Background: an optimization exercise with open tools, aiming at small area and a short achievable clock period. Do not read the settings as production practice.
In this exercise RTL edits were held to simulation tests only and were not proved equivalent to the original.
Power figures rest on the tool's default switching activity, not on a simulated workload.

$ cat design/flow/design.v
`default_nettype none
package ldpc_types_pkg;
    typedef logic signed [8-1:0] llr_t;
    typedef logic [8-1:0] mag_t;
    typedef logic [6-1:0] loc_t;
    typedef struct packed {
        llr_t a0;
        llr_t a1;
        llr_t a2;
        llr_t a3;
        llr_t a4;
        llr_t a5;
    } llr_row_t;
    typedef mag_t [7:0] mag_vec_t;
endpackage
`default_nettype wire
`default_nettype none
package ldpc_axil_pkg;
    typedef logic [31:0] axil_addr_t;
    typedef logic [31:0] axil_data_t;
    typedef logic [1:0]  axil_resp_t;
    localparam axil_resp_t AXIL_OKAY   = 2'd0;
    localparam axil_resp_t AXIL_SLVERR = 2'd2;
    typedef struct packed {
        axil_addr_t awaddr;
        logic       awvalid;
        axil_data_t wdata;
        logic [3:0] wstrb;
        logic       wvalid;
        logic       bready;
        axil_addr_t araddr;
        logic       arvalid;
        logic       rready;
    } axil_req_t;
    typedef struct packed {
        logic       awready;
        logic       wready;
        logic       bvalid;
        axil_resp_t bresp;
        logic       arready;
        logic       rvalid;
        axil_data_t rdata;
        axil_resp_t rresp;
    } axil_rsp_t;
endpackage
`default_nettype wire
`timescale 1ns/10ps
`default_nettype none
module ldpc_add #(
    parameter int WIDTH = 4
) (
    input  wire logic [WIDTH-1:0] i_a,
    input  wire logic [WIDTH-1:0] i_b,
    input  wire logic             i_carry,
    output      logic [WIDTH-1:0] o_sum,
    output      logic             o_carry
);
logic [WIDTH:0] gen;
logic [WIDTH:0] pro;
logic [WIDTH:0] gen_n;
logic [WIDTH:0] pro_n;
always_comb begin
    gen = {i_a & i_b, i_carry};
    pro = {i_a | i_b, 1'b0};
    for (int d = 1; d <= WIDTH; d = d * 2) begin
        gen_n = gen;
        pro_n = pro;
        for (int i = d; i <= WIDTH; i++) begin
            gen_n[i] = gen[i] | (pro[i] & gen[i-d]);
            pro_n[i] = pro[i] & pro[i-d];
        end
        gen = gen_n;
        pro = pro_n;
    end
end
assign o_sum   = i_a ^ (i_b ^ gen[WIDTH-1:0]);
assign o_carry = gen[WIDTH];
endmodule
`default_nettype wire
`timescale 1ns/10ps
`default_nettype none
module ldpc_minsigner (
    input  wire logic        i_clock,
    input  wire logic        i_reset,
    input  wire logic [47:0] i_row,
    input  wire logic        i_valid,
    input  wire logic [8:0]  i_neg_offset,
    output      logic [47:0] o_row,
    output      logic        o_valid,
    output      logic        o_done_early
);
function automatic less8(input [7:0] a, input [7:0] b);
    less8 = 1'b0;
    for (int i = 0; i < 8; i++) begin
        less8 = (~a[i] & b[i]) | ((~a[i] | b[i]) & less8);
    end
endfunction
logic [7:0]  key_in [6];
logic        lt_in  [6][6];    
always_comb begin
    for (int i = 0; i < 6; i++) begin
        key_in[i] = {i_row[(5-i)*8 +: 7] ^ {7{i_row[(5-i)*8+7]}}, i_row[(5-i)*8+7]};
    end
    for (int j = 0; j < 6; j++) begin
        for (int k = 0; k < 6; k++) begin
            lt_in[j][k] = (j > k) ? less8(key_in[j], key_in[k]) : 1'b0;
        end
    end
end
logic [7:0]  key_s1 [6];
logic        lt_s1  [6][6];
always_ff @(posedge i_clock) begin
    for (int i = 0; i < 6; i++) begin
        key_s1[i] <= key_in[i];
    end
    for (int j = 1; j < 6; j++) begin
        for (int k = 0; k < j; k++) begin
            lt_s1[j][k] <= lt_in[j][k];
        end
    end
end
logic [5:0]  beats  [6];
logic [5:0]  is_min;
logic [5:0]  is_sec;
logic [7:0]  min1_key;
logic [7:0]  min2_key;
logic        parity;
always_comb begin
    for (int j = 0; j < 6; j++) begin
        for (int k = 0; k < 6; k++) begin
            if (j == k)     beats[j][k] = 1'b1;
            else if (j > k) beats[j][k] = lt_s1[j][k];
            else            beats[j][k] = ~lt_s1[k][j];
        end
    end
    for (int j = 0; j < 6; j++) begin
        is_min[j] = &beats[j];
    end
    for (int j = 0; j < 6; j++) begin
        is_sec[j] = ~is_min[j] & (&(beats[j] | is_min));
    end
    min1_key = '0;
    min2_key = '0;
    parity   = 1'b0;
    for (int j = 0; j < 6; j++) begin
        min1_key = min1_key | ({8{is_min[j]}} & key_s1[j]);
        min2_key = min2_key | ({8{is_sec[j]}} & key_s1[j]);
        parity   = parity ^ key_s1[j][0];
    end
end
logic [7:0]  key1_s2;
logic [7:0]  key2_s2;
logic [5:0]  loc_s2;
logic [5:0]  sign_s2;
always_ff @(posedge i_clock) begin
    key1_s2 <= min1_key;
    key2_s2 <= min2_key;
    loc_s2  <= is_min;
    for (int i = 0; i < 6; i++) begin
        sign_s2[i] <= parity ^ key_s1[i][0];
    end
end
logic [7:0]  cor1_s3;
logic [7:0]  cor2_s3;
logic [5:0]  loc_s3;
logic [5:0]  sign_s3;
logic [7:0]  sum1;
logic [7:0]  sum2;
logic        carry1;
logic        carry2;
ldpc_add #(.WIDTH(8)) u_add1 (
    .i_a     ({1'b0, key1_s2[7:1]}),
    .i_b     (i_neg_offset[7:0]),
    .i_carry (key1_s2[0]),
    .o_sum   (sum1),
    .o_carry (carry1)
);
ldpc_add #(.WIDTH(8)) u_add2 (
    .i_a     ({1'b0, key2_s2[7:1]}),
    .i_b     (i_neg_offset[7:0]),
    .i_carry (key2_s2[0]),
    .o_sum   (sum2),
    .o_carry (carry2)
);
always_ff @(posedge i_clock) begin
    cor1_s3 <= (i_neg_offset[8] & ~carry1) ? 8'd0 : sum1;
    cor2_s3 <= (i_neg_offset[8] & ~carry2) ? 8'd0 : sum2;
    loc_s3  <= loc_s2;
    sign_s3 <= sign_s2;
end
logic [7:0]  neg1;
logic [7:0]  neg2;
logic [47:0] row_out;
always_comb begin
    neg1 = -cor1_s3;
    neg2 = -cor2_s3;
    for (int i = 0; i < 6; i++) begin
        row_out[(5-i)*8 +: 8] = loc_s3[i] ? (sign_s3[i] ? neg2 : cor2_s3)
                                          : (sign_s3[i] ? neg1 : cor1_s3);
    end
end
always_ff @(posedge i_clock) begin
    o_row <= row_out;
end
logic [2:0]  valid_sr;
always_ff @(posedge i_clock) begin
    if (i_reset) begin
        valid_sr <= '0;
        o_valid  <= 1'b0;
    end else begin
        valid_sr <= {valid_sr[1:0], i_valid};
        o_valid  <= valid_sr[2];
    end
end
assign o_done_early = valid_sr[2];
endmodule
`default_nettype wire
`timescale 1ns/10ps
`default_nettype none
module ldpc_ctrl_regs (
    input  wire logic        i_clock,
    input  wire logic        i_reset,
    input  wire logic [31:0] i_awaddr,
    input  wire logic        i_awvalid,
    output      logic        o_awready,
    input  wire logic [31:0] i_wdata,
    input  wire logic [3:0]  i_wstrb,
    input  wire logic        i_wvalid,
    output      logic        o_wready,
    output      logic        o_bvalid,
    output      logic [1:0]  o_bresp,
    input  wire logic        i_bready,
    input  wire logic [31:0] i_araddr,
    input  wire logic        i_arvalid,
    output      logic        o_arready,
    output      logic        o_rvalid,
    output      logic [31:0] o_rdata,
    output      logic [1:0]  o_rresp,
    input  wire logic        i_rready,
    input  wire logic        i_row_done,
    output      logic [8:0]  o_neg_offset
);
logic        aw_ready;
logic        ar_ready;
logic        b_valid;
logic        r_valid;
logic        r_open;        
logic        b_err;
logic        r_err;
logic        off_wr;        
logic [31:0] r_data;
logic [31:0] row_count;
logic [7:0]  neg_offset;    
logic [7:0]  wr_neg;
logic [7:0]  rd_off;
logic        aw_take;
logic        ar_take;
assign wr_neg = -i_wdata[7:0];
assign rd_off = -neg_offset;
assign aw_take = ~aw_ready & ~b_valid & i_awvalid & i_wvalid;
always_ff @(posedge i_clock) begin
    if (i_reset) begin
        aw_ready <= 1'b0;
        off_wr   <= 1'b0;
        b_valid  <= 1'b0;
    end else begin
        aw_ready <= aw_take;
        off_wr   <= aw_take && i_awaddr == 32'h0000_0000 && i_wstrb[0];
        if (aw_ready) begin
            b_valid <= 1'b1;
        end else if (i_bready) begin
            b_valid <= 1'b0;
        end
    end
end
always_ff @(posedge i_clock) begin
    if (i_reset) begin
        neg_offset <= '0;
    end else if (off_wr) begin
        neg_offset <= wr_neg;
    end
end
always_ff @(posedge i_clock) begin
    if (~b_valid) begin
        b_err <= i_awaddr != 32'h0000_0000;
    end
end
assign ar_take = ~ar_ready & ~r_valid & i_arvalid;
always_ff @(posedge i_clock) begin
    if (i_reset) begin
        ar_ready <= 1'b0;
        r_valid  <= 1'b0;
        r_open   <= 1'b1;
    end else begin
        ar_ready <= ar_take;
        if (ar_ready) begin
            r_valid <= 1'b1;
            r_open  <= 1'b0;
        end else if (i_rready) begin
            r_valid <= 1'b0;
            r_open  <= 1'b1;
        end
    end
end
always_ff @(posedge i_clock) begin
    if (r_open) begin
        r_err <= 1'b0;
        case (i_araddr)
            32'h0000_0000: r_data <= {24'b0, rd_off};
            32'h0000_0004:   r_data <= row_count;
            default: begin
                r_data <= '0;
                r_err  <= 1'b1;
            end
        endcase
    end
end
always_ff @(posedge i_clock) begin
    if (i_reset) begin
        row_count <= '0;
    end else if (i_row_done) begin
        row_count <= row_count + 1'b1;
    end
end
assign o_awready = aw_ready;
assign o_wready  = aw_ready;
assign o_bvalid  = b_valid;
assign o_bresp   = {b_err, 1'b0};
assign o_arready = ar_ready;
assign o_rvalid  = r_valid;
assign o_rdata   = r_data;
assign o_rresp   = {r_err, 1'b0};
assign o_neg_offset = {|neg_offset, neg_offset};
endmodule
`default_nettype wire
`timescale 1ns/10ps
`default_nettype none
module ldpc_check_node (
    input  wire logic        i_clock,
    input  wire logic        i_reset,
    input  wire logic [47:0] i_row,
    input  wire logic        i_valid,
    output      logic [47:0] o_row,
    output      logic        o_valid,
    input  wire logic [31:0] s_axil_awaddr,
    input  wire logic        s_axil_awvalid,
    output      logic        s_axil_awready,
    input  wire logic [31:0] s_axil_wdata,
    input  wire logic [3:0]  s_axil_wstrb,
    input  wire logic        s_axil_wvalid,
    output      logic        s_axil_wready,
    output      logic        s_axil_bvalid,
    output      logic [1:0]  s_axil_bresp,
    input  wire logic        s_axil_bready,
    input  wire logic [31:0] s_axil_araddr,
    input  wire logic        s_axil_arvalid,
    output      logic        s_axil_arready,
    output      logic        s_axil_rvalid,
    output      logic [31:0] s_axil_rdata,
    output      logic [1:0]  s_axil_rresp,
    input  wire logic        s_axil_rready
);
logic [8:0] neg_offset;
logic       row_done;
ldpc_ctrl_regs u_ctrl_regs (
    .i_clock    (i_clock),
    .i_reset    (i_reset),
    .i_awaddr   (s_axil_awaddr),
    .i_awvalid  (s_axil_awvalid),
    .o_awready  (s_axil_awready),
    .i_wdata    (s_axil_wdata),
    .i_wstrb    (s_axil_wstrb),
    .i_wvalid   (s_axil_wvalid),
    .o_wready   (s_axil_wready),
    .o_bvalid   (s_axil_bvalid),
    .o_bresp    (s_axil_bresp),
    .i_bready   (s_axil_bready),
    .i_araddr   (s_axil_araddr),
    .i_arvalid  (s_axil_arvalid),
    .o_arready  (s_axil_arready),
    .o_rvalid   (s_axil_rvalid),
    .o_rdata    (s_axil_rdata),
    .o_rresp    (s_axil_rresp),
    .i_rready   (s_axil_rready),
    .i_row_done (row_done),
    .o_neg_offset (neg_offset)
);
ldpc_minsigner u_minsigner (
    .i_clock  (i_clock),
    .i_reset  (i_reset),
    .i_row    (i_row),
    .i_valid  (i_valid),
    .i_neg_offset (neg_offset),
    .o_row    (o_row),
    .o_valid  (o_valid),
    .o_done_early (row_done)
);
endmodule
`default_nettype wire
$ cat design/flow/flow/run.sh
#!/bin/bash
# Standard layout (the standard.sh, all of ORFS's output in standard.log) with:
#  - plain buf_1 cells on the ports instead of the clkdlybuf4s50 delay cell that
#    buffer_ports picks by default (the resizer upsizes them where timing needs it),
#  - CTS without dummy loads.
export BUFFER_PORTS_ARGS="-buffer_cell sky130_fd_sc_hd__buf_1"
export CTS_ARGS="-sink_clustering_enable -repair_clock_nets -sink_clustering_size 16 -sink_clustering_max_diameter 60 -buf_list sky130_fd_sc_hd__clkbuf_8 -dont_use_dummy_load"
bash standard.sh > standard.log 2>&1
$ cat design/flow/standard.sh
#!/bin/bash
# synth_recipe.tcl (not shown) runs the flow's synth.tcl, then flattens the netlist and writes it again
# the make line also repeats each setting of config.mk as NAME=value (left out here)
make -C /OpenROAD-flow-scripts/flow DESIGN_CONFIG=/design/flow/config.mk WORK_HOME=/design/flow/orfs CLKGATE_MAP_FILE= SYNTH_SCRIPT=/design/flow/synth_recipe.tcl "${@:-finish}"
$ cat design/flow/config.mk
export PLATFORM = sky130hd
export DESIGN_NAME = ldpc_check_node
export DESIGN_NICKNAME = ldpc_check_node
export VERILOG_FILES = /design/flow/design.v
export SDC_FILE = /design/flow/constraint.sdc
export NUM_CORES = 4
export LEC_CHECK = 0
export ABC_AREA = 1
export CAP_MARGIN = 20
export CORE_MARGIN = 2
export CORE_UTILIZATION = 45
export CTS_BUF_LIST = sky130_fd_sc_hd__clkbuf_8
export CTS_CLUSTER_DIAMETER = 60
export CTS_CLUSTER_SIZE = 16
export PLACE_DENSITY = 0.75
export SETUP_SLACK_MARGIN = 2.1
export SLEW_MARGIN = 20
$ cat design/flow/constraint.sdc
create_clock -name core_clock -period 4.0 [get_ports {i_clock}]
set_input_delay 0.8000 -clock core_clock [delete_from_list [all_inputs] [get_ports {i_clock}]]
set_output_delay 0.8000 -clock core_clock [all_outputs]
set_load 0.01 [all_outputs]
==> out/summary.txt, run 1 <==
=================================================================================================
Multi-input logic area                                                               0.00684 sq mm
Final routed wire length divided by cell count                                            15.0 um
Clock group share of total power                                                            0.173
Most used standard cell by instance count after synthesis                            sky130_fd_sc_hd__nand2_1
Launching element type of the critical path                                             flip-flop
Skew-Pair Late Insertion Delay                                                            0.55 ns
Result of the run                                                no timing/DRC/antenna violations
Largest area contributor in the netlist                                              sky130_fd_sc_hd__dfxtp_1
Die boundary height                                                                        174 um
Worst vdd ir                                                                               255 uV
# Max-Cap Violations                                                                            0
Fraction of registers with async set or reset after synthesis                                   0
Worst-Margin Slew                                                                        0.809 ns
Switching share of power                                                                    0.382
Ant diodes                                                                                      0
Overall routing resource usage                                                              0.224
DR vias/cell                                                                                 5.26
Part of the total power dissipated in combinational logic                                   0.348
Critical R2R Launch                                                                  u_minsigner.lt_s1[25]
Final Hold Viols                                                                                0
Total negative slack                                                                         0 ns
Drt total wl                                                                            34,900 um
Setup crit end kind                                                                     flip-flop
Placeable core region                                                                0.0285 sq mm
Placement Rows                                                                                 62
Initial antenna violation count                                                                 0
CTS HTree Levels                                                                                1
Deepest clock path buffer count                                                                 3
Number of warnings issued by yosys                                                              8
Arrival time of data at the critical path endpoint                                        2.35 ns
Leak pwr                                                                                  6.51 nW
Total gr overflow                                                                               0
Prevailing post-synth register cell                                                  sky130_fd_sc_hd__dfxtp_1
# setup viols final                                                                             0
Die footprint                                                                        0.0303 sq mm
Post-route design area                                                               0.0149 sq mm
Max Freq                                                                                  506 MHz
Top cells by area in the synthesized netlist                                         sky130_fd_sc_hd__dfxtp_1 (33%), sky130_fd_sc_hd__nand2_1 (11%), sky130_fd_sc_hd__edfxtp_1 (7.9%), sky130_fd_sc_hd__inv_1 (6.1%), sky130_fd_sc_hd__o21ai_0 (5.1%)
Top routing layer in use                                                                     met4
Maximum fanout along the worst path                                                            10
Max-Slew Margin vs Limit                                                                    0.457
Met2 wire len                                                                           16,500 um
Worst Hold Depth                                                                                0
Sequential standard cell area                                                        0.00538 sq mm
Met1 routed wirelength after detailed routing                                           15,000 um
Yosys reg bits                                                                                251
Detailed router's first-iteration violation count                                             941
Fraction of synthesized cell area taken by the top area cell type                           0.334
Reg2reg end                                                                          u_minsigner.key2_s2[7]
Fin crit period                                                                           1.97 ns
Seq pwr share                                                                               0.479
Post-synthesis cell area                                                             0.0130 sq mm
Floorplan die width                                                                        174 um
Largest net degree at the start of global routing                                              34
CTS Root Cell                                                                        sky130_fd_sc_hd__clkbuf_8
Min-Delay Path Class                                                                 flip-flop to flip-flop
Post-Synthesis Cells                                                                        1,732
Cell-internal power                                                                       4.34 mW
Worst hold margin                                                                        0.311 ns
HPWL Detailed                                                                           26,900 um
Clk sinks                                                                                     251
DRC violations left                                                                             0
Largest clock skew in the final design                                                  0.0507 ns
Net total in the final layout                                                               2,113
CTS tree                                                                                    built
Mapped Avg Cell Area                                                                   7.50 sq um
First-pass DRT Iterations                                                                       5
Clock buffer count from CTS                                                                    21
Cell depth of the worst flop-to-flop path                                                       7
Area of placed instances                                                             0.0142 sq mm
Starting density of the core                                                                0.455
Vias post-DR                                                                               12,300
Wire length of the first global-routing pass                                            56,600 um
Data required time of the worst path                                                      4.38 ns
Via count of the first global-routing pass                                                 11,700
Worst setup endpoint                                                                 u_minsigner.key2_s2[7]
Num ports                                                                                     246
Met3 wire length                                                                          2360 um
Number of distinct library cell variants in the gate-level netlist after synthesis             62
Slew Viols, Final                                                                               0
Crit path kind                                                                       flip-flop to flip-flop
Layout cells sized above 1                                                                  0.115
Total power density per cell area                                                     471 mW/mm^2
Buffers added on ports                                                                        216
Relative area change from synthesis to final layout                                         14.9%
Period Utilization, post-route                                                              0.494
Clock-pin slew on the worst setup and hold paths                                          0.08 ns
Unrepaired setup endpoints after global routing                                               yes
Switching power                                                                           2.68 mW
Count of flip-flops with a built-in enable after synthesis                                     34
Fillers                                                                                     2,759
Flop2flop setup slack                                                                     2.03 ns
Detail Route Antenna Nets                                                                       0
Part of the Yosys area used for sequential elements                                         0.413
Worst setup path startpoint                                                          u_minsigner.lt_s1[25]
Placer's final routability congestion estimate                                              0.919
Most frequent cells after synthesis                                                  sky130_fd_sc_hd__nand2_1 (384), sky130_fd_sc_hd__dfxtp_1 (217), sky130_fd_sc_hd__inv_1 (211)
=================================================================================================
## power by group through the flow
| stage | clock [mW] | sequential [mW] | combinational [mW] |
|---|---|---|---|
| after detailed placement | 0 | 3.41 | 2.33 |
| after global placement | 0 | 3.39 | 2.28 |
| after global routing | 1.35 | 3.43 | 2.69 |
| after floorplan | 0 | 3.40 | 1.59 |
| final | 1.22 | 3.37 | 2.44 |
| after CTS | 1.26 | 3.35 | 2.35 |
## cell usage in the layout (no fill, tap or decap), drive strengths merged, types with 2 or more instances in the layout
cell / synthesis / routed
a21boi: 2 / 2
a21oi: 50 / 50
a221oi: 7 / 7
a31oi: 4 / 4
and3: 3 / 3
buf: 27 / 224
clkbuf: 21 / 39
clkinv: 3 / 3
conb: 1 / 2
dfxtp: 217 / 217
edfxtp: 34 / 34
fa: 2 / 2
ha: 5 / 5
inv: 227 / 226
nand2: 393 / 393
nand3: 100 / 100
nand3b: 5 / 5
nand4: 25 / 25
nor2: 207 / 207
nor3: 35 / 35
nor3b: 2 / 2
nor4: 18 / 18
o2111ai: 2 / 2
o211ai: 17 / 17
o21ai: 146 / 146
o21bai: 9 / 9
o22ai: 71 / 71
or2: 7 / 7
xnor2: 41 / 41
xor2: 44 / 44
## metrics by stage
step           utilization  setup slack, ns  cells  power (mW)
6_report             0.523             2.03   2332        7.03
5_1_grt              0.523             2.02   2332        7.48
4_1_cts              0.512             2.01   2317        6.97
3_5_place_dp         0.496             1.20   2292        5.74
3_3_place_gp         0.496             1.20   2292        5.67
2_1_floorplan            -             1.99   1733        4.99
## timing repair
action,CTS,global route
hold buffers,0,0
resized for setup,41,57
cloned,0,0
endpoints found under the hold margin,0,0
pin swaps,2,19
buffers inserted,4,15
setup endpoints to repair,51,63
## worst max-delay path, cell delays in order (launching register included)
cell and delay, ns:
sky130_fd_sc_hd__dfxtp_2 0.38, sky130_fd_sc_hd__nor2_1 0.07, sky130_fd_sc_hd__and3_2 0.29, sky130_fd_sc_hd__o211ai_1 0.55, sky130_fd_sc_hd__nor2_2 0.07, sky130_fd_sc_hd__buf_4 0.18, sky130_fd_sc_hd__a21oi_1 0.15, sky130_fd_sc_hd__nand3_1 0.13
## registers in the layout, summed over array words and instances (netlist names)
signal                  cells
u_ctrl_regs.off_wr          1
u_minsigner.o_valid         1
u_minsigner.cor2_s3         8
u_ctrl_regs.aw_ready        1
u_ctrl_regs.r_valid         1
u_ctrl_regs.ar_ready        1
u_ctrl_regs.r_data         32
u_minsigner.cor1_s3         8
u_minsigner.key_s1         48
u_minsigner.sign_s3         6
u_ctrl_regs.r_open          1
u_ctrl_regs.b_err           1
u_minsigner.o_row          48
u_minsigner.key2_s2         8
u_minsigner.valid_sr        3
u_minsigner.loc_s2          6
u_minsigner.loc_s3          6
u_ctrl_regs.r_err           1
u_minsigner.key1_s2         8
u_ctrl_regs.neg_offset      8
u_ctrl_regs.b_valid         1
u_minsigner.lt_s1          15
u_ctrl_regs.row_count      32
u_minsigner.sign_s2         6
## worst min-delay path by stage
stage                                 from                      to  slack [ns]
finish               u_minsigner.loc_s2[3]   u_minsigner.loc_s3[3]        0.31
detailed placement  u_minsigner.sign_s2[5]  u_minsigner.sign_s3[5]        0.31
global placement     u_minsigner.loc_s2[5]   u_minsigner.loc_s3[5]        0.31
global route         u_minsigner.loc_s2[3]   u_minsigner.loc_s3[3]        0.31
CTS                  u_minsigner.loc_s2[3]   u_minsigner.loc_s3[3]        0.31
floorplan            u_minsigner.loc_s2[0]   u_minsigner.loc_s3[0]        0.31
## metal layers
metal,GRT usage,up-vias
met5,0,-
met2,0.395,580
met4,0.0774,0
li1,-,6076
met3,0.0258,89
met1,0.285,5532
## cell type report
cell class | count | area share
multi-input combinational | 1204 | 0.458
tap | 384 | 0.0322
timing repair buffer | 242 | 0.0712
inverter | 230 | 0.0587
clock buffer | 21 | 0.0194
sequential | 251 | 0.360
## logic make-up after synthesis
family,share of synthesized area
simple gates,0.281
compound gates,0.139
buf+inv,0.0878
flops,0.413
xor+xnor,0.0714
fa+ha+maj,0.00789
other cells,0.000289
==> run 2, diff against run 1 <==
--- a/design/flow/config.mk
+++ b/design/flow/config.mk
@@ -9,9 +9,8 @@
 export CAP_MARGIN = 20
 export CORE_MARGIN = 2
-export CORE_UTILIZATION = 45
+export CORE_UTILIZATION = 55
 export CTS_BUF_LIST = sky130_fd_sc_hd__clkbuf_8
 export CTS_CLUSTER_DIAMETER = 60
 export CTS_CLUSTER_SIZE = 16
-export PLACE_DENSITY = 0.75
 export SETUP_SLACK_MARGIN = 2.1
 export SLEW_MARGIN = 20
==> run 2 against run 1 <==
Net effect: register-to-register slack improved by 0.16 ns; area after synthesis unchanged; largest cell class unchanged; setup slack improved by 0.11 ns; still clean; clock power increased by 3%; die area decreased by 18%; count of clock-buffer cells in the layout increased by 2; total power increased by 0.50%; critical path type is now flip-flop to output port.
==> out/summary.txt, run 2 <==
=================================================================================================
Number of warnings issued by yosys                                                              8
Met2 wire len                                                                           17,300 um
Initial antenna violation count                                                                 0
Vias post-DR                                                                               12,000
Commonest non-fill, non-tap cell in the layout                                       sky130_fd_sc_hd__nand2_1
Post-route design area                                                               0.0149 sq mm
Post-Synthesis Cells                                                                        1,732
Part of the Yosys area used for sequential elements                                         0.413
# setup viols final                                                                             0
Floorplan die width                                                                        158 um
Unrepaired setup endpoints after global routing                                               yes
Largest clock skew in the final design                                                  0.0384 ns
Most frequent cells after synthesis                                                  sky130_fd_sc_hd__nand2_1 (384), sky130_fd_sc_hd__dfxtp_1 (217), sky130_fd_sc_hd__inv_1 (211)
Die boundary height                                                                        158 um
CTS HTree Levels                                                                                1
First-pass DRT Iterations                                                                       5
Post-synthesis cell area                                                             0.0130 sq mm
Data required time of the worst path                                                      3.20 ns
Startpoint of the most critical hold path                                            u_minsigner.loc_s2[2]
Top cells by area in the synthesized netlist                                         sky130_fd_sc_hd__dfxtp_1 (33%), sky130_fd_sc_hd__nand2_1 (11%), sky130_fd_sc_hd__edfxtp_1 (7.9%), sky130_fd_sc_hd__inv_1 (6.1%), sky130_fd_sc_hd__o21ai_0 (5.1%)
Starting density of the core                                                                0.557
DR vias/cell                                                                                 5.28
Crit path kind                                                                       flip-flop to output port
Worst vdd ir                                                                               256 uV
Die footprint                                                                        0.0249 sq mm
Switching power                                                                           2.67 mW
Skew-Pair Late Insertion Delay                                                            0.54 ns
Top routing layer in use                                                                     met4
Worst setup path startpoint                                                          u_ctrl_regs.r_data[8]
Multi-input logic area                                                               0.00685 sq mm
Final routed wire length divided by cell count                                            15.1 um
Most frequent cells in the layout                                                    sky130_fd_sc_hd__nand2_1 (383), sky130_fd_sc_hd__dfxtp_1 (211), sky130_fd_sc_hd__inv_1 (209)
Yosys reg bits                                                                                251
Layout cells sized above 1                                                                  0.117
Fin crit period                                                                           1.87 ns
Inst Count DP                                                                               2,232
CTS tree                                                                                    built
Total power density per cell area                                                     475 mW/mm^2
Deepest clock path buffer count                                                                 3
Wire length of the first global-routing pass                                            53,500 um
Switching share of power                                                                    0.378
Via count of the first global-routing pass                                                 10,900
Maximum fanout along the worst path                                                             1
Launching element type of the critical path                                             flip-flop
Clk sinks                                                                                     251
Result of the run                                                no timing/DRC/antenna violations
Leak pwr                                                                                  6.55 nW
Count of flip-flops with a built-in enable after synthesis                                     34
Arrival time of data at the critical path endpoint                                        1.07 ns
Area of placed instances                                                             0.0141 sq mm
Num ports                                                                                     246
Fraction of registers with async set or reset after synthesis                                   0
Critical-path top delay cell                                                         sky130_fd_sc_hd__edfxtp_1
Most used standard cell by instance count after synthesis                            sky130_fd_sc_hd__nand2_1
# Max-Cap Violations                                                                            0
Fraction of synthesized cell area taken by the top area cell type                           0.334
Top delay family on crit path                                                          flip-flops
Mapped Avg Cell Area                                                                   7.50 sq um
Placement Rows                                                                                 56
Sequential standard cell area                                                        0.00538 sq mm
Detailed router's first-iteration violation count                                             714
Clock group share of total power                                                            0.178
Critical R2R Launch                                                                  u_minsigner.lt_s1[25]
Seq pwr share                                                                               0.476
Clock-pin slew on the worst setup and hold paths                                          0.09 ns
Cell breakdown of the critical path                                                      clkbuf_2
Final Hold Viols                                                                                0
Worst-Margin Slew                                                                        0.823 ns
Maximum single-stage delay on the critical path                                           0.39 ns
Ant diodes                                                                                      0
Met1 routed wirelength after detailed routing                                           13,900 um
Buffers added on ports                                                                        216
HPWL Detailed                                                                           26,600 um
Largest net degree at the start of global routing                                              35
Cell-internal power                                                                       4.39 mW
Net total in the final layout                                                               2,113
Max-Slew Margin vs Limit                                                                    0.447
Count of buffering cells on the critical path with inverters included                           1
Min-Delay Path Class                                                                 flip-flop to flip-flop
Met3 wire length                                                                          1820 um
CTS Root Cell                                                                        sky130_fd_sc_hd__clkbuf_8
Total gr overflow                                                                               0
Relative area change from synthesis to final layout                                         14.4%
Placeable core region                                                                0.0233 sq mm
Overall routing resource usage                                                              0.268
Period Utilization, post-route                                                              0.467
Placer's final routability congestion estimate                                              0.901
Largest area contributor in the netlist                                              sky130_fd_sc_hd__dfxtp_1
Number of distinct library cell variants in the gate-level netlist after synthesis             62
Non-filler instance count after layout                                                      2,267
Fillers                                                                                     2,168
Prevailing post-synth register cell                                                  sky130_fd_sc_hd__dfxtp_1
Detail Route Antenna Nets                                                                       0
Clock buffer count from CTS                                                                    23
DRC violations left                                                                             0
Setup crit end kind                                                                   output port
Part of the total power dissipated in combinational logic                                   0.345
Total negative slack                                                                         0 ns
Registers with the highest flip-flop counts                                          u_minsigner.key_s1 (48), u_minsigner.o_row (48)
Drt total wl                                                                            34,100 um
Slew Viols, Final                                                                               0
Max Freq                                                                                  535 MHz
Worst hold margin                                                                        0.318 ns
=================================================================================================
==> run 2: cells by family (layout without fill, tap and decap cells) <==
family,after synthesis,in the layout,share of synthesized area
AOI/OAI and AO/OA,314,314,0.139
and+or+nand+nor,796,796,0.281
adders and majority gates,7,7,0.00789
other,1,2,0.000289
buffers and inverters,278,493,0.0878
DFF,251,251,0.413
xor gates and xnor gates,85,85,0.0714
==> run 2: layer usage <==
layer,global-route usage,vias up
li1,-,6090
met1,0.319,5378
met2,0.490,426
met3,0.0307,81
met4,0.104,0
met5,0,-
==> run 2: path summary, 6_finish.rpt <==
path	endpoint	slack [ns]	depth (start not counted)
setup / recovery	s_axil_rdata[8]	2.13	1
hold / removal	u_minsigner.loc_s3[2]	0.32	0
setup reg to reg	u_minsigner.key2_s2[7]	2.19	8
hold reg to reg	u_minsigner.loc_s3[2]	0.32	0
==> run 2: layout make-up <==
| cell class | count | area share |
|---|---|---|
| Timing Repair Buffer | 240 | 0.0712 |
| Inverter | 230 | 0.0589 |
| Sequential cell | 251 | 0.361 |
| Multi-Input combinational cell | 1204 | 0.460 |
| Tap cell | 319 | 0.0268 |
| Clock buffer | 23 | 0.0213 |
==> run 2: repair_timing <==
action	in CTS	in global routing
resized for setup	29	71
buffers inserted	5	7
hold buffers	0	0
pin swaps	7	7
endpoints found under the setup margin	46	90
==> run 2: power groups by stage <==
| stage | logic (mW) | registers (mW) | clock network [mW] |
|---|---|---|---|
| after floorplan | 1.59 | 3.40 | 0 |
| after global placement | 2.32 | 3.41 | 0 |
| after detailed placement | 2.34 | 3.41 | 0 |
| after CTS | 2.37 | 3.35 | 1.31 |
| after global routing | 2.71 | 3.42 | 1.39 |
| final | 2.44 | 3.36 | 1.26 |
==> run 2: stage by stage <==
stage / worst slack (ns) / total power, mW / util
2_1_floorplan: 1.99 / 4.99 / -
3_3_place_gp: 1.14 / 5.73 / 0.605
3_5_place_dp: 1.14 / 5.75 / 0.605
4_1_cts: 2.09 / 7.04 / 0.625
5_1_grt: 2.06 / 7.53 / 0.637
6_report: 2.13 / 7.06 / 0.637
==> run 3, diff against run 2 <==
==> design/flow/flow/run.sh (replaced) <==
#!/bin/bash
# Standard layout (the standard.sh, all of ORFS's output in standard.log) with:
#  - the standard flow's synthesis script, ABC mapping with flow/abc_map.script (flow/synth.tcl),
#  - plain buf_1 cells on the ports instead of the clkdlybuf4s50 delay cell that
#    buffer_ports picks by default (the resizer upsizes them where timing needs it),
#  - CTS without dummy loads.
export FLOW_ABC_SCRIPT=$PWD/flow/abc_map.script
export FLOW_SYNTH_TCL=$PWD/synth_recipe.tcl
export BUFFER_PORTS_ARGS="-buffer_cell sky130_fd_sc_hd__buf_1"
export CTS_ARGS="-sink_clustering_enable -repair_clock_nets -sink_clustering_size 16 -sink_clustering_max_diameter 60 -buf_list sky130_fd_sc_hd__clkbuf_8 -dont_use_dummy_load"
bash standard.sh SYNTH_SCRIPT=$PWD/flow/synth.tcl finish > standard.log 2>&1
==> design/flow/flow/abc_map.script (new file) <==
strash
dch
map
topo
stime -c
buffer -c
upsize -c
dnsize -c
==> design/flow/flow/synth.tcl (new file) <==
# The standard flow's synthesis script (synth_recipe.tcl, sourced unchanged) with one
# change: ABC maps the logic with abc_map.script (plain "map", which keeps
# the delay-oriented mapping of ORFS's area script without its -B 0.9 bias)
proc abc {args} {
  set i [lsearch $args -script]
  if {$i >= 0} {
    set args [lreplace $args [expr {$i + 1}] [expr {$i + 1}] $::env(FLOW_ABC_SCRIPT)]
  }
  puts "abc with $::env(FLOW_ABC_SCRIPT)"
  yosys abc {*}$args
}
source $::env(FLOW_SYNTH_TCL)
==> run 3 against run 2 <==
Net effect: non-clock buffer count down 4; sequential power down 3%; utilization up 1.5 points; area after synthesis down 4.5%; via count up 2.6%; first-iteration DRC count up 51%; critical endpoint is now s_axil_rdata[5]; largest power group unchanged.
==> out/summary.txt, run 3 <==
=================================================================================================
Die boundary height                                                                        154 um
Total negative slack                                                                         0 ns
Maximum fanout along the worst path                                                             1
Most frequent cells in the layout                                                    sky130_fd_sc_hd__nand2_1 (220), sky130_fd_sc_hd__buf_1 (205), sky130_fd_sc_hd__dfxtp_1 (204)
Number of warnings issued by yosys                                                              8
Worst-Margin Slew                                                                        0.728 ns
Area fraction in and, or, nand and nor cells after synthesis                                0.243
Setup crit end kind                                                                   output port
Part of the Yosys area used for sequential elements                                         0.432
Clk sinks                                                                                     251
# setup viols final                                                                             0
Reg2reg end                                                                          u_minsigner.key2_s2[0]
Largest clock skew in the final design                                                  0.0495 ns
Die footprint                                                                        0.0238 sq mm
Registers with the highest flip-flop counts                                          u_minsigner.key_s1 (48), u_minsigner.o_row (48)
Count of flip-flops with a built-in enable after synthesis                                     34
Clock-pin slew on the worst setup and hold paths                                          0.09 ns
Max-Slew Margin vs Limit                                                                    0.514
CTS tree                                                                                    built
Skew-Pair Late Insertion Delay                                                            0.52 ns
Arrival time of data at the critical path endpoint                                        1.14 ns
Fraction of synthesized cell area taken by the top area cell type                           0.350
Wire length of the first global-routing pass                                            56,500 um
Commonest non-fill, non-tap cell in the layout                                       sky130_fd_sc_hd__nand2_1
Unrepaired setup endpoints after global routing                                               yes
Maximum single-stage delay on the critical path                                           0.43 ns
Post-Synthesis Cells                                                                        1,631
Largest net degree at the start of global routing                                              26
Launching element type of the critical path                                             flip-flop
Total power consumption of the routed design                                              6.45 mW
Result of the run                                                no timing/DRC/antenna violations
Via count of the first global-routing pass                                                 11,300
Critical-path top delay cell                                                         sky130_fd_sc_hd__edfxtp_1
Most frequent cells after synthesis                                                  sky130_fd_sc_hd__nand2_1 (237), sky130_fd_sc_hd__dfxtp_1 (217), sky130_fd_sc_hd__nor2_1 (189)
Leak pwr                                                                                  5.52 nW
First-pass DRT Iterations                                                                       6
Startpoint of the most critical hold path                                            u_minsigner.sign_s2[0]
Top delay family on crit path                                                          flip-flops
Starting density of the core                                                                0.565
Placer's final routability congestion estimate                                              0.920
Post-route design area                                                               0.0143 sq mm
Count of buffering cells on the critical path with inverters included                           1
Detailed router's first-iteration violation count                                           1,081
Area share of xor/xnor cells in the synthesized design                                     0.0318
Placement Rows                                                                                 54
Fin crit period                                                                           1.94 ns
Floorplan die width                                                                        154 um
Met3 wire length                                                                          2270 um
Most used standard cell by instance count after synthesis                            sky130_fd_sc_hd__nand2_1
Prevailing post-synth register cell                                                  sky130_fd_sc_hd__dfxtp_1
Deepest clock path buffer count                                                                 3
Worst vdd ir                                                                               229 uV
Buffers added on ports                                                                        216
# Max-Cap Violations                                                                            0
Area fraction in compound gates after synthesis                                             0.208
Num ports                                                                                     246
CTS HTree Levels                                                                                1
Final routed wire length divided by cell count                                            16.9 um
Yosys reg bits                                                                                251
Total power density per cell area                                                     450 mW/mm^2
Mapped Avg Cell Area                                                                   7.61 sq um
Critical R2R Launch                                                                  u_minsigner.lt_s1[27]
DR vias/cell                                                                                 5.83
Data required time of the worst path                                                      3.20 ns
DRC violations left                                                                             0
Slew Viols, Final                                                                               0
Number of distinct library cell variants in the gate-level netlist after synthesis             63
Relative area change from synthesis to final layout                                         15.4%
Post-synthesis cell area                                                             0.0124 sq mm
Hold-critical path endpoint                                                          u_minsigner.sign_s3[0]
Largest area contributor in the netlist                                              sky130_fd_sc_hd__dfxtp_1
Crit. path cell count                                                                           1
Initial antenna violation count                                                                 0
Final Hold Viols                                                                                0
Met2 wire len                                                                           17,400 um
Cell depth of the worst flop-to-flop path                                                       8
HPWL Detailed                                                                           26,400 um
Worst Hold Depth                                                                                0
Layout cells sized above 1                                                                  0.114
CTS Root Cell                                                                        sky130_fd_sc_hd__clkbuf_8
Drt total wl                                                                            35,700 um
Cell breakdown of the critical path                                                      clkbuf_2
Net total in the final layout                                                               1,992
Period Utilization, post-route                                                              0.484
Top cells by area in the synthesized netlist                                         sky130_fd_sc_hd__dfxtp_1 (35%), sky130_fd_sc_hd__edfxtp_1 (8.2%), sky130_fd_sc_hd__nand2_1 (7.2%), sky130_fd_sc_hd__nor2_1 (5.7%), sky130_fd_sc_hd__o21ai_0 (5.6%)
Crit path kind                                                                       flip-flop to output port
Top routing layer in use                                                                     met4
Overall routing resource usage                                                              0.291
Ant diodes                                                                                      0
Proportion of synthesized area in mux cells                                                     0
Largest family of logic cells by synthesized area                                    simple AND/OR/NAND/NOR gates
Fraction of the core area covered by cells at the end of the flow                           0.652
Min-Delay Path Class                                                                 flip-flop to flip-flop
Flop2flop setup slack                                                                     2.15 ns
Area of placed instances                                                             0.0135 sq mm
Placeable core region                                                                0.0220 sq mm
Clock buffer count from CTS                                                                    20
Met1 routed wirelength after detailed routing                                           14,800 um
Fraction of registers with async set or reset after synthesis                                   0
Max Freq                                                                                  517 MHz
Vias post-DR                                                                               12,300
Fraction of the mapped netlist area in adder cells                                        0.00827
Total gr overflow                                                                               0
Detail Route Antenna Nets                                                                       0
=================================================================================================
run 3: worst register-to-register path: cells and delay by family, from the launching register on:
| family | cells | cell delay [ns] |
|---|---|---|
| buffers and inverters | 2 | 0.45 |
| and+or+nand+nor | 3 | 0.63 |
| DFF | 1 | 0.36 |
| AOI/OAI and AO/OA | 3 | 0.32 |
run 3: worst max-delay path by stage:
stage	from	endpoint	slack [ns]
floorplan	s_axil_araddr[8]	u_ctrl_regs.r_data[2]	1.90
global placement	i_row[23]	u_minsigner.lt_s1[20]	1.06
detailed placement	i_row[23]	u_minsigner.lt_s1[20]	1.04
CTS	u_ctrl_regs.r_data[5]	s_axil_rdata[5]	2.05
global route	u_ctrl_regs.row_count[14]	u_ctrl_regs.row_count[27]	2.01
finish	u_ctrl_regs.r_data[5]	s_axil_rdata[5]	2.06
run 3: cells by family (layout without fill, tap and decap cells):
family                     after synthesis  in the layout
xor gates and xnor gates                45             45
other                                    1              2
adders and majority gates                7              7
buffers and inverters                  240            433
and+or+nand+nor                        654            656
AOI/OAI and AO/OA                      433            433
DFF                                    251            251
run 3: layer usage:
metal / track usage / vias up
li1: - / 5999
met1: 0.362 / 5647
met2: 0.511 / 537
met3: 0.0353 / 107
met4: 0.123 / 0
met5: 0 / -
run 3: final cells by class:
class	instances	area, sq um
inverter	177	676
fill	1973	7640
clock buffer	20	275
sequential	251	5390
timing repair buffer	236	1000
tap	280	350
multi-input combinational	1143	6630
run 3: what timing repair did:
item,CTS,global route
gates resized for setup,36,62
pin swaps,7,9
setup endpoints to repair,73,91
hold buffers,0,0
cloned,2,0
buffers inserted,6,7
run 3: power breakdown:
group	internal [mW]	switching [mW]	leakage [nW]	total (mW)
logic	0.700	1.29	3.18	1.99
clock network	0.449	0.751	0.144	1.20
registers	2.96	0.297	2.19	3.26
total	4.11	2.34	5.52	6.45
run 3: through the flow:
step | setup slack (ns) | hold slack (ns) | instances
floorplan | 1.90 | 0.310 | 1632
global placement | 1.06 | 0.312 | 2072
detailed placement | 1.04 | 0.312 | 2072
CTS | 2.05 | 0.330 | 2100
global route | 2.01 | 0.331 | 2107
finish | 2.06 | 0.330 | 2107
==> run 4, diff against run 3 <==
==> design/flow/flow/abc_map.script (replaced) <==
strash
&get -n
&dch
&nf
&put
topo
stime -c
buffer -c
upsize -c
dnsize -c
==> run 4 against run 3 <==
Net effect: still clean on timing, DRC and antenna; hold slack worse by 0.0024 ns; critical path depth up 4; die area is 6.7% lower; global-route usage down 4.0 points; cell area is 1.8% higher; sequential power is 3% higher; critical path type is now flip-flop to flip-flop; critical endpoint is now u_ctrl_regs.r_data[7]; largest cell class unchanged.
==> out/summary.txt, run 4 <==
=================================================================================================
Worst Hold Depth                                                                                0
Arrival time of data at the critical path endpoint                                        2.26 ns
Starting density of the core                                                                0.555
Worst-Margin Slew                                                                        0.963 ns
Fraction of registers with async set or reset after synthesis                                   0
HPWL Detailed                                                                           20,800 um
Top cells by area in the synthesized netlist                                         sky130_fd_sc_hd__dfxtp_1 (38%), sky130_fd_sc_hd__edfxtp_1 (8.8%), sky130_fd_sc_hd__mux4_2 (8.2%), sky130_fd_sc_hd__xnor2_1 (4.6%), sky130_fd_sc_hd__a222oi_1 (3.1%)
Unrepaired setup endpoints after global routing                                               yes
Number of buffers added to fix hold violations after cts                                        0
Min-Delay Path Class                                                                 flip-flop to flip-flop
Part of the Yosys area used for sequential elements                                         0.465
Proportion of synthesized area in mux cells                                                0.0836
Registers with the highest flip-flop counts                                          u_minsigner.key_s1 (48), u_minsigner.o_row (48)
Post-Synthesis Cells                                                                        1,137
Initial antenna violation count                                                                 0
Maximum fanout along the worst path                                                             2
Relative area change from synthesis to final layout                                         26.2%
Data required time of the worst path                                                      4.29 ns
Fillers                                                                                     1,560
Total negative slack                                                                         0 ns
Period Utilization, post-route                                                              0.492
# setup viols final                                                                             0
Area fraction in compound gates after synthesis                                             0.155
Most used standard cell by instance count after synthesis                            sky130_fd_sc_hd__dfxtp_1
Detailed router's first-iteration violation count                                             737
Ant diodes                                                                                      0
Num ports                                                                                     246
Crit path kind                                                                       flip-flop to flip-flop
Placeable core region                                                                0.0208 sq mm
Part of the total power dissipated in combinational logic                                   0.342
Drt total wl                                                                            28,800 um
Clock group share of total power                                                            0.172
Prevailing post-synth register cell                                                  sky130_fd_sc_hd__dfxtp_1
Largest area contributor in the netlist                                              sky130_fd_sc_hd__dfxtp_1
Yosys reg bits                                                                                251
Commonest non-fill, non-tap cell in the layout                                       sky130_fd_sc_hd__buf_1
Cell-internal power                                                                       4.66 mW
Die footprint                                                                        0.0222 sq mm
CTS tree                                                                                    built
Worst hold margin                                                                        0.327 ns
Switching share of power                                                                    0.326
Leak pwr                                                                                  5.44 nW
Seq pwr share                                                                               0.486
Slew Viols, Final                                                                               0
Number of distinct library cell variants in the gate-level netlist after synthesis             71
Clock-pin slew on the worst setup and hold paths                                          0.10 ns
Buffers added on ports                                                                        216
Layout cells sized above 1                                                                  0.230
Die boundary height                                                                        149 um
First-pass DRT Iterations                                                                       7
Area fraction in and, or, nand and nor cells after synthesis                                0.162
Startpoint of the most critical hold path                                            u_minsigner.sign_s2[3]
Most frequent cells after synthesis                                                  sky130_fd_sc_hd__dfxtp_1 (217), sky130_fd_sc_hd__nor2_1 (90), sky130_fd_sc_hd__nand2_1 (85)
Final routed wire length divided by cell count                                            17.4 um
Most frequent cells in the layout                                                    sky130_fd_sc_hd__buf_1 (207), sky130_fd_sc_hd__dfxtp_1 (198), sky130_fd_sc_hd__nand2_1 (84)
Final Worst Setup Slack                                                                   2.03 ns
Flop2flop setup slack                                                                     2.03 ns
Via count of the first global-routing pass                                                  9,039
DR vias/cell                                                                                 5.81
Area share of xor/xnor cells in the synthesized design                                     0.0709
# Max-Cap Violations                                                                            0
Max Freq                                                                                  508 MHz
Final Hold Viols                                                                                0
Post-synthesis cell area                                                             0.0115 sq mm
DRC violations left                                                                             0
Placement Rows                                                                                 53
Pre-CTS setup slack                                                                       1.07 ns
Vias post-DR                                                                                9,610
Detail Route Antenna Nets                                                                       0
Number of warnings issued by yosys                                                              8
Largest clock skew in the final design                                                  0.0598 ns
Fraction of synthesized cell area taken by the top area cell type                           0.376
Deepest clock path buffer count                                                                 3
Max-Slew Margin vs Limit                                                                    0.358
Fin crit period                                                                           1.97 ns
Net total in the final layout                                                               1,543
Total gr overflow                                                                               0
Skew-Pair Late Insertion Delay                                                            0.53 ns
Result of the run                                                no timing/DRC/antenna violations
Clk sinks                                                                                     251
Cell depth of the worst flop-to-flop path                                                       5
Switching power                                                                           2.25 mW
Total power density per cell area                                                     474 mW/mm^2
Clock buffer count from CTS                                                                    20
Worst vdd ir                                                                               206 uV
Mapped Avg Cell Area                                                                   10.2 sq um
Placer's final routability congestion estimate                                              0.902
Wire length of the first global-routing pass                                            45,100 um
Launching element type of the critical path                                             flip-flop
Reg2reg end                                                                          u_ctrl_regs.r_data[7]
Count of flip-flops with a built-in enable after synthesis                                     34
CTS HTree Levels                                                                                1
Overall routing resource usage                                                              0.251
Largest family of logic cells by synthesized area                                    simple AND/OR/NAND/NOR gates
Hold-critical path endpoint                                                          u_minsigner.sign_s3[3]
Setup crit end kind                                                                     flip-flop
Critical R2R Launch                                                                  u_ctrl_regs.neg_offset[2]
Floorplan die width                                                                        149 um
Largest net degree at the start of global routing                                              50
Fraction of the mapped netlist area in adder cells                                         0.0202
CTS Root Cell                                                                        sky130_fd_sc_hd__clkbuf_8
=================================================================================================
-- run 4: cell types whose count changed in the layout (fill, tap and decap cells not counted), sizes merged, moves of 66 or more --
cell,change
nand3,-66
a21oi,-76
o21ai,-100
nor2,-106
inv,-122
nand2,-153
-- run 4: worst max-delay path, cell delays in order (launching register included) --
cell and delay (ns):
sky130_fd_sc_hd__dfxtp_4 0.37, sky130_fd_sc_hd__nor3_4 0.18, sky130_fd_sc_hd__or3b_1 0.37, sky130_fd_sc_hd__or2_1 0.22, sky130_fd_sc_hd__or3_1 0.31, sky130_fd_sc_hd__a32o_2 0.29
-- run 4: worst max path at each step --
stage	cells past startpoint	slack (ns)	end	from
after detailed placement	7	1.07	u_minsigner.lt_s1[34]	i_row[7]
after floorplan	7	1.97	u_minsigner.lt_s1[6]	i_row[39]
after global placement	9	1.10	u_minsigner.lt_s1[26]	i_row[15]
after CTS	8	2.05	u_minsigner.lt_s1[34]	i_row[15]
after global routing	7	1.94	u_minsigner.key2_s2[5]	u_minsigner.lt_s1[19]
final	5	2.03	u_ctrl_regs.r_data[7]	u_ctrl_regs.neg_offset[2]
-- run 4: cells by family (layout without fill, tap and decap cells) --
| family | Yosys count | in the layout |
|---|---|---|
| flops | 251 | 251 |
| xor+xnor | 90 | 90 |
| other cells | 1 | 2 |
| fa+ha+maj | 20 | 20 |
| mux | 44 | 44 |
| simple gates | 358 | 358 |
| buf+inv | 118 | 358 |
| compound gates | 255 | 255 |
-- run 4: power groups by stage --
stage / combinational, mW / clock (mW) / sequential (mW)
after global placement: 1.96 / 0 / 3.39
after detailed placement: 2.00 / 0 / 3.40
after floorplan: 1.51 / 0 / 3.33
after CTS: 2.20 / 1.23 / 3.35
after global routing: 2.55 / 1.31 / 3.42
final: 2.36 / 1.19 / 3.36
-- run 4: final cells by class --
cell class              instances  area, sq um  share of cell area
multi-input cells             769         6780               0.465
flip-flops and latches        251         5410               0.371
repair buffers                283         1550               0.106
well taps                     275          344              0.0236
clock buffers                  20          275              0.0189
inverters                      55          216              0.0148
-- run 4: stage by stage --
stage	util	cells	power [mW]	instance area, sq um
floorplan	-	1138	4.84	12100
global placement	0.619	1576	5.35	12900
detailed placement	0.619	1576	5.40	12900
CTS	0.674	1627	6.78	14000
global route	0.700	1653	7.28	14600
finish	0.700	1653	6.92	14600
-- run 4: per-layer routing --
layer / up-vias / track usage / part of all wire
li1: 4652 / - / -
met1: 4523 / 0.315 / 0.41
met2: 377 / 0.447 / 0.51
met3: 58 / 0.0287 / 0.056
met4: 0 / 0.0871 / 0.027
met5: - / 0 / 0
-- run 4: repair_timing --
action	in CTS	in global routing
gates cloned	2	0
setup endpoints to repair	60	96
gates resized for setup	117	76
pin swaps	36	32
buffers inserted	29	26
==> run 5, diff against run 4 <==
==> design/flow/flow/abc_map.script (replaced) <==
strash
ifraig
dch -f
map
topo
stime -c
buffer -c
upsize -c
dnsize -c
==> run 5 against run 4 <==
Net effect: count of clock-buffer cells in the layout is 1 higher; sequential power down 6%; clock skew fell by 0.031 ns; area after synthesis grew 7.5%; still clean on timing, DRC and antenna; synthesized cell count increased by 44%; clock power about the same; register-to-register slack gained 0.11 ns; sequential share of layout area is 0.85 points higher; cell area down 2.8%; critical path depth rose by 4.
==> out/summary.txt, run 5 <==
=================================================================================================
Result of the run                                                no timing/DRC/antenna violations
Arrival time of data at the critical path endpoint                                        2.34 ns
HPWL Detailed                                                                           25,500 um
Largest net degree at the start of global routing                                              33
Multi-input logic area                                                               0.00645 sq mm
Post-Synthesis Cells                                                                        1,633
Total power density per cell area                                                     438 mW/mm^2
Vias post-DR                                                                               12,100
Detail Route Antenna Nets                                                                       0
Net total in the final layout                                                               2,000
Slew Viols, Final                                                                               0
Yosys reg bits                                                                                251
DR vias/cell                                                                                 5.70
Buffers added on ports                                                                        216
Most frequent cells after synthesis                                                  sky130_fd_sc_hd__nand2_1 (283), sky130_fd_sc_hd__dfxtp_1 (217), sky130_fd_sc_hd__inv_1 (154)
Placement Rows                                                                                 54
Part of the Yosys area used for sequential elements                                         0.432
Mapped Avg Cell Area                                                                   7.60 sq um
Most used standard cell by instance count after synthesis                            sky130_fd_sc_hd__nand2_1
Clock-pin slew on the worst setup and hold paths                                          0.09 ns
Skew-Pair Late Insertion Delay                                                            0.53 ns
# setup viols final                                                                             0
Crit path kind                                                                       input pin to flip-flop
Clock buffer count from CTS                                                                    21
Placer's final routability congestion estimate                                              0.944
Number of distinct library cell variants in the gate-level netlist after synthesis             62
Fin crit period                                                                           1.88 ns
Worst-Margin Slew                                                                        0.674 ns
Count of buffering cells on the critical path with inverters included                           2
Period Utilization, post-route                                                              0.470
Final Hold Viols                                                                                0
Sequential standard cell area                                                        0.00538 sq mm
Area of placed instances                                                             0.0134 sq mm
Num ports                                                                                     246
First-pass DRT Iterations                                                                       6
Met2 wire len                                                                           16,500 um
Prevailing post-synth register cell                                                  sky130_fd_sc_hd__dfxtp_1
CTS Root Cell                                                                        sky130_fd_sc_hd__clkbuf_8
Final routed wire length divided by cell count                                            15.9 um
Overall routing resource usage                                                              0.274
Min-Delay Path Class                                                                 flip-flop to flip-flop
Ant diodes                                                                                      0
Starting density of the core                                                                0.565
Setup crit end kind                                                                     flip-flop
Total gr overflow                                                                               0
Drt total wl                                                                            33,600 um
Unrepaired setup endpoints after global routing                                               yes
Cell breakdown of the critical path                                                  clkbuf_4 -> or2_2 -> nand2_1 -> inv_2 -> o22ai_1 -> a21oi_1 -> o21ai_1 -> o221ai_1 -> o21ai_0
Top cells by area in the synthesized netlist                                         sky130_fd_sc_hd__dfxtp_1 (35%), sky130_fd_sc_hd__nand2_1 (8.6%), sky130_fd_sc_hd__edfxtp_1 (8.2%), sky130_fd_sc_hd__a21oi_1 (5.3%), sky130_fd_sc_hd__o21ai_0 (5.0%)
Fillers                                                                                     1,977
CTS HTree Levels                                                                                1
Post-route design area                                                               0.0142 sq mm
Met3 wire length                                                                          1900 um
Fraction of synthesized cell area taken by the top area cell type                           0.350
Number of warnings issued by yosys                                                              8
Placeable core region                                                                0.0220 sq mm
Max-Slew Margin vs Limit                                                                    0.550
Floorplan die width                                                                        154 um
Via count of the first global-routing pass                                                 11,100
CTS tree                                                                                    built
Most frequent cells in the layout                                                    sky130_fd_sc_hd__nand2_1 (272), sky130_fd_sc_hd__dfxtp_1 (209), sky130_fd_sc_hd__buf_1 (203)
Launching element type of the critical path                                             input pin
Largest clock skew in the final design                                                  0.0284 ns
Deepest clock path buffer count                                                                 3
Top delay family on crit path                                                        compound AO/OA/AOI/OAI gates
Data required time of the worst path                                                      4.45 ns
Leak pwr                                                                                  5.67 nW
Total negative slack                                                                         0 ns
Worst vdd ir                                                                               293 uV
Maximum fanout along the worst path                                                            15
Max Freq                                                                                  532 MHz
Wire length of the first global-routing pass                                            54,100 um
Top routing layer in use                                                                     met4
Fraction of registers with async set or reset after synthesis                                   0
Pre-CTS setup slack                                                                       1.07 ns
Initial antenna violation count                                                                 0
Detailed router's first-iteration violation count                                             802
Met1 routed wirelength after detailed routing                                           13,900 um
Clk sinks                                                                                     251
Total power consumption of the routed design                                              6.21 mW
Maximum single-stage delay on the critical path                                           0.31 ns
Final Worst Setup Slack                                                                   2.12 ns
Largest area contributor in the netlist                                              sky130_fd_sc_hd__dfxtp_1
Worst hold margin                                                                        0.306 ns
Commonest non-fill, non-tap cell in the layout                                       sky130_fd_sc_hd__nand2_1
Post-synthesis cell area                                                             0.0124 sq mm
Registers with the highest flip-flop counts                                          u_minsigner.key_s1 (48), u_minsigner.o_row (48)
Critical-path top delay cell                                                         sky130_fd_sc_hd__or2_2
Count of flip-flops with a built-in enable after synthesis                                     34
Layout cells sized above 1                                                                 0.0997
Relative area change from synthesis to final layout                                         14.2%
Die boundary height                                                                        154 um
# Max-Cap Violations                                                                            0
DRC violations left                                                                             0
Die footprint                                                                        0.0238 sq mm
=================================================================================================
[run 5: changes by cell type after synthesis, moves of 61 or more]
cell                      previous run  this run
sky130_fd_sc_hd__nand2_1            85       283
sky130_fd_sc_hd__inv_1              48       154
sky130_fd_sc_hd__a21oi_1            37       131
sky130_fd_sc_hd__nand3_1             6        99
sky130_fd_sc_hd__o21ai_0            31       124
sky130_fd_sc_hd__nor2_1             90       151
[run 5: timing repair]
item                                   4_1_cts  5_1_grt
gates resized for setup                     35       77
setup buffers                                7       14
endpoints found under the hold margin        0        0
setup endpoints to repair                   44       65
pin swaps                                    5       16
hold buffers                                 0        0
[run 5: layout make-up]
cell class / instances / share of cell area
inverters: 164 / 0.0445
repair buffers: 243 / 0.0755
clock buffers: 21 / 0.0204
well taps: 280 / 0.0247
multi-input cells: 1156 / 0.455
flip-flops and latches: 251 / 0.380
[run 5: kinds of logic after synthesis]
family,Yosys count,share of synthesized area
flops,251,0.432
buf+inv,227,0.0740
xor+xnor,46,0.0331
fa+ha+maj,7,0.00827
simple gates,672,0.244
other cells,1,0.000302
compound gates,429,0.208
[run 5: path summary, 6_finish.rpt]
check                                       startpoint                endpoint  slack [ns]  cells after the start
worst max-delay path                          i_row[7]   u_minsigner.lt_s1[32]        2.12                      9
worst min-delay path            u_minsigner.sign_s2[0]  u_minsigner.sign_s3[0]        0.31                      0
worst max register to register  u_minsigner.key2_s2[1]  u_minsigner.cor2_s3[5]        2.14                      9
worst min register to register  u_minsigner.sign_s2[0]  u_minsigner.sign_s3[0]        0.31                      0
[run 5: where the power goes]
group          switching [mW]  internal, mW
logic                    1.23         0.607
registers               0.216          2.95
clock network           0.733         0.471
total                    2.18          4.03
[run 5: routing by layer]
metal	vias up	global-route usage
met1	5491	0.341
met3	101	0.0294
met2	465	0.487
met5	-	0
met4	0	0.113
li1	6004	-
[run 5: through the flow]
| step | utilization | instances |
|---|---|---|
| 2_1_floorplan | - | 1634 |
| 3_3_place_gp | 0.610 | 2073 |
| 3_5_place_dp | 0.610 | 2073 |
| 4_1_cts | 0.628 | 2101 |
| 5_1_grt | 0.646 | 2115 |
| 6_report | 0.646 | 2115 |
==> run 6, diff against run 5 <==
==> design/flow/flow/abc_map.script (replaced) <==
strash
ifraig
dc2
dch -f
map
topo
stime -c
buffer -c
upsize -c
dnsize -c
==> design/flow/flow/synth.tcl (replaced) <==
# The standard flow's synthesis script (synth_recipe.tcl, sourced unchanged) with one
# change: ABC maps the logic with abc_map.script (fraig and dc2, then the classic
# "map" mapper, with the same sizing steps as ORFS's own scripts) instead of
# ORFS's abc_area.script, which maps with "map -B 0.9". Registers are mapped
# before ABC runs and are untouched by it.
proc abc {args} {
  set i [lsearch $args -script]
  if {$i >= 0} {
    set args [lreplace $args [expr {$i + 1}] [expr {$i + 1}] $::env(FLOW_ABC_SCRIPT)]
  }
  puts "abc with $::env(FLOW_ABC_SCRIPT)"
  yosys abc {*}$args
}
source $::env(FLOW_SYNTH_TCL)
==> run 6 against run 5 <==
Net effect: first-iteration DRC count decreased by 3.1%; cell area decreased by 0.64%; via count decreased by 5.1%; largest power group unchanged; critical endpoint is now u_minsigner.lt_s1[13].
==> out/summary.txt, run 6 <==
=================================================================================================
Commonest non-fill, non-tap cell in the layout                                       sky130_fd_sc_hd__nand2_1
Maximum fanout along the worst path                                                            11
Largest clock skew in the final design                                                  0.0372 ns
# Max-Cap Violations                                                                            0
Clock group share of total power                                                            0.187
Worst Hold Depth                                                                                0
Result of the run                                                no timing/DRC/antenna violations
Worst-Margin Slew                                                                        0.635 ns
CTS Root Cell                                                                        sky130_fd_sc_hd__clkbuf_8
Wire length of the first global-routing pass                                            52,300 um
Number of buffers added to fix hold violations after cts                                        0
Top cells by area in the synthesized netlist                                         sky130_fd_sc_hd__dfxtp_1 (36%), sky130_fd_sc_hd__nand2_1 (8.5%), sky130_fd_sc_hd__edfxtp_1 (8.4%), sky130_fd_sc_hd__a22oi_1 (7.0%), sky130_fd_sc_hd__a21oi_1 (5.9%)
Number of distinct library cell variants in the gate-level netlist after synthesis             63
Total gr overflow                                                                               0
Fraction of the core area covered by cells at the end of the flow                           0.647
Setup crit end kind                                                                     flip-flop
Buffers added on ports                                                                        216
Largest area contributor in the netlist                                              sky130_fd_sc_hd__dfxtp_1
Post-route design area                                                               0.0141 sq mm
Prevailing post-synth register cell                                                  sky130_fd_sc_hd__dfxtp_1
Skew-Pair Late Insertion Delay                                                            0.54 ns
Final routed wire length divided by cell count                                            16.5 um
Clock-pin slew on the worst setup and hold paths                                          0.09 ns
Most frequent cells in the layout                                                    sky130_fd_sc_hd__nand2_1 (258), sky130_fd_sc_hd__dfxtp_1 (201), sky130_fd_sc_hd__buf_1 (196)
Die footprint                                                                        0.0233 sq mm
Most frequent cells after synthesis                                                  sky130_fd_sc_hd__nand2_1 (274), sky130_fd_sc_hd__dfxtp_1 (217), sky130_fd_sc_hd__inv_1 (167)
Via count of the first global-routing pass                                                 10,500
Cell depth of the worst flop-to-flop path                                                       6
Ant diodes                                                                                      0
Post-synthesis cell area                                                             0.0122 sq mm
Die boundary height                                                                        153 um
Vias post-DR                                                                               11,500
Part of the total power dissipated in combinational logic                                   0.313
Max-Slew Margin vs Limit                                                                    0.576
Registers with the highest flip-flop counts                                          u_minsigner.key_s1 (48), u_minsigner.o_row (48)
First-pass DRT Iterations                                                                       8
Launching element type of the critical path                                             input pin
Unrepaired setup endpoints after global routing                                               yes
Fraction of registers with async set or reset after synthesis                                   0
Placement Rows                                                                                 54
Final Hold Viols                                                                                0
Relative area change from synthesis to final layout                                         15.8%
Fraction of synthesized cell area taken by the top area cell type                           0.357
Placer's final routability congestion estimate                                              0.941
Period Utilization, post-route                                                              0.473
Reg2reg end                                                                          u_minsigner.o_row[47]
Non-filler instance count after layout                                                      2,003
DR vias/cell                                                                                 5.72
Total power density per cell area                                                     466 mW/mm^2
Leak pwr                                                                                  5.69 nW
Floorplan die width                                                                        153 um
Seq pwr share                                                                               0.500
Area of placed instances                                                             0.0132 sq mm
Arrival time of data at the critical path endpoint                                        2.29 ns
Switching power                                                                           2.39 mW
Crit path kind                                                                       input pin to flip-flop
Drt total wl                                                                            33,100 um
Yosys reg bits                                                                                251
Flop2flop setup slack                                                                     2.16 ns
Number of warnings issued by yosys                                                              8
Fillers                                                                                     1,935
Initial antenna violation count                                                                 0
DRC violations left                                                                             0
Part of the Yosys area used for sequential elements                                         0.441
Switching share of power                                                                    0.363
CTS tree                                                                                    built
Startpoint of the most critical hold path                                            u_minsigner.loc_s2[5]
Net total in the final layout                                                               1,888
Worst hold margin                                                                        0.332 ns
Slew Viols, Final                                                                               0
Hold-critical path endpoint                                                          u_minsigner.loc_s3[5]
Max Freq                                                                                  529 MHz
Post-Synthesis Cells                                                                        1,514
Largest net degree at the start of global routing                                              34
HPWL Detailed                                                                           24,800 um
Min-Delay Path Class                                                                 flip-flop to flip-flop
Critical R2R Launch                                                                  u_minsigner.cor1_s3[2]
Total negative slack                                                                         0 ns
Mapped Avg Cell Area                                                                   8.03 sq um
Placeable core region                                                                0.0218 sq mm
Detail Route Antenna Nets                                                                       0
Count of flip-flops with a built-in enable after synthesis                                     34
Cell-internal power                                                                       4.18 mW
CTS HTree Levels                                                                                1
Detailed router's first-iteration violation count                                             777
Deepest clock path buffer count                                                                 3
Worst vdd ir                                                                               220 uV
Num ports                                                                                     246
Clock buffer count from CTS                                                                    21
Data required time of the worst path                                                      4.40 ns
Clk sinks                                                                                     251
Layout cells sized above 1                                                                  0.132
Starting density of the core                                                                0.559
Most used standard cell by instance count after synthesis                            sky130_fd_sc_hd__nand2_1
# setup viols final                                                                             0
Fin crit period                                                                           1.89 ns
Overall routing resource usage                                                              0.268
Inst Count DP                                                                               1,957
=================================================================================================
-- run 6: cell types whose count changed in the layout (fill, tap and decap cells not counted), moves of 9 or more --
cell and change:
sky130_fd_sc_hd__nor2_1 -67, sky130_fd_sc_hd__o21ai_0 -65, sky130_fd_sc_hd__nand3_1 -59, sky130_fd_sc_hd__a22oi_1 +50, sky130_fd_sc_hd__nand4_1 -17, sky130_fd_sc_hd__inv_1 +14
sky130_fd_sc_hd__nand2_1 -14, sky130_fd_sc_hd__o2111ai_1 +12, sky130_fd_sc_hd__a21oi_1 +11, sky130_fd_sc_hd__dfxtp_2 +9, sky130_fd_sc_hd__nand2_2 +9, sky130_fd_sc_hd__nor2_4 +9
sky130_fd_sc_hd__o22ai_1 +9
-- run 6: worst max path at each step --
stage                                          from  depth (start not counted)                        end
after floorplan                           i_row[31]                          9      u_minsigner.lt_s1[13]
after global placement                    i_row[47]                          8       u_minsigner.lt_s1[6]
after detailed placement                  i_row[47]                          8       u_minsigner.lt_s1[6]
after CTS                 u_ctrl_regs.neg_offset[0]                         10     u_minsigner.cor2_s3[1]
after global routing      u_ctrl_regs.row_count[11]                          6  u_ctrl_regs.row_count[29]
final                                     i_row[31]                          9      u_minsigner.lt_s1[13]
-- run 6: cells by family (layout without fill, tap and decap cells) --
logic type	count (synthesis)	in the layout	share of synthesized area
AO/OA/AOI/OAI	442	442	0.233
buffers and inverters	240	448	0.0787
flip-flops	251	251	0.441
adder cells (fa/ha/maj)	7	7	0.00844
AND/OR/NAND/NOR	522	522	0.195
other	1	2	0.000308
XOR/XNOR	51	51	0.0433
-- run 6: per-layer routing --
metal	global-route usage	wire length [um]	vias up
li1	-	-	5668
met5	0	0	-
met2	0.458	15700	509
met1	0.360	14300	5217
met3	0.0336	2360	57
met4	0.0750	722	0
-- run 6: final cells by class --
| type | instances | area [sq um] | share of cell area |
|---|---|---|---|
| Inverter | 179 | 694 | 0.0493 |
| Tap cell | 280 | 350 | 0.0249 |
| Clock buffer | 21 | 289 | 0.0205 |
| Multi-Input combinational cell | 1024 | 6240 | 0.443 |
| Sequential cell | 251 | 5390 | 0.383 |
| Timing Repair Buffer | 248 | 1120 | 0.0799 |
-- run 6: critical path, stage by stage --
cell and delay [ns]:
sky130_fd_sc_hd__clkbuf_4 0.20, sky130_fd_sc_hd__inv_2 0.14, sky130_fd_sc_hd__or2_2 0.30, sky130_fd_sc_hd__nand2_2 0.15, sky130_fd_sc_hd__inv_1 0.13, sky130_fd_sc_hd__a22oi_1 0.16, sky130_fd_sc_hd__o21ai_1 0.10, sky130_fd_sc_hd__a22oi_1 0.18
sky130_fd_sc_hd__o22ai_1 0.11
-- run 6: power groups by stage --
stage / registers (mW) / clock network [mW] / logic, mW
final: 3.29 / 1.23 / 2.06
after global routing: 3.34 / 1.35 / 2.27
after CTS: 3.28 / 1.26 / 1.97
after detailed placement: 3.34 / 0 / 1.92
after global placement: 3.33 / 0 / 1.90
after floorplan: 3.29 / 0 / 1.34
-- run 6: repair_timing --
item,in CTS,in global routing
hold endpoints to repair,0,0
pin swaps,7,18
gates resized for setup,38,84
setup buffers,6,19
setup endpoints to repair,57,93
-- run 6: stage by stage --
step / total power, mW / setup WS, ns
3_5_place_dp: 5.26 / 1.12
5_1_grt: 6.95 / 2.01
6_report: 6.57 / 2.11
4_1_cts: 6.51 / 2.03
2_1_floorplan: 4.63 / 2.02
3_3_place_gp: 5.23 / 1.16

## re-timing with driven ports
No port has a modelled driver above. Below, the same layouts with a new extraction and two added sets of constraints. Step 1, drivers: a clkbuf_16 drives i_clock and a buf_2 each remaining input, both assumed. Step 2, shift: input delay + t, output delay - t, t = (earliest + latest rising clock arrival at the registers) / 2. This alone moves slack from input paths to output paths. Slacks: no drivers / after step 1 / after step 2; pairs: no drivers / after step 1.
run | t (ns) | setup WS [ns]
run 1 | 0.568 | 2.026 / 2.026 / 1.648
run 2 | 0.571 | 2.131 / 2.084 / 1.611
run 3 | 0.555 | 2.064 / 2.020 / 1.573
run 4 | 0.546 | 2.031 / 2.031 / 1.527
run 5 | 0.564 | 2.119 / 2.076 / 1.582
run 6 | 0.562 | 2.108 / 2.083 / 1.543
After both steps setup and hold are still met in every run listed.
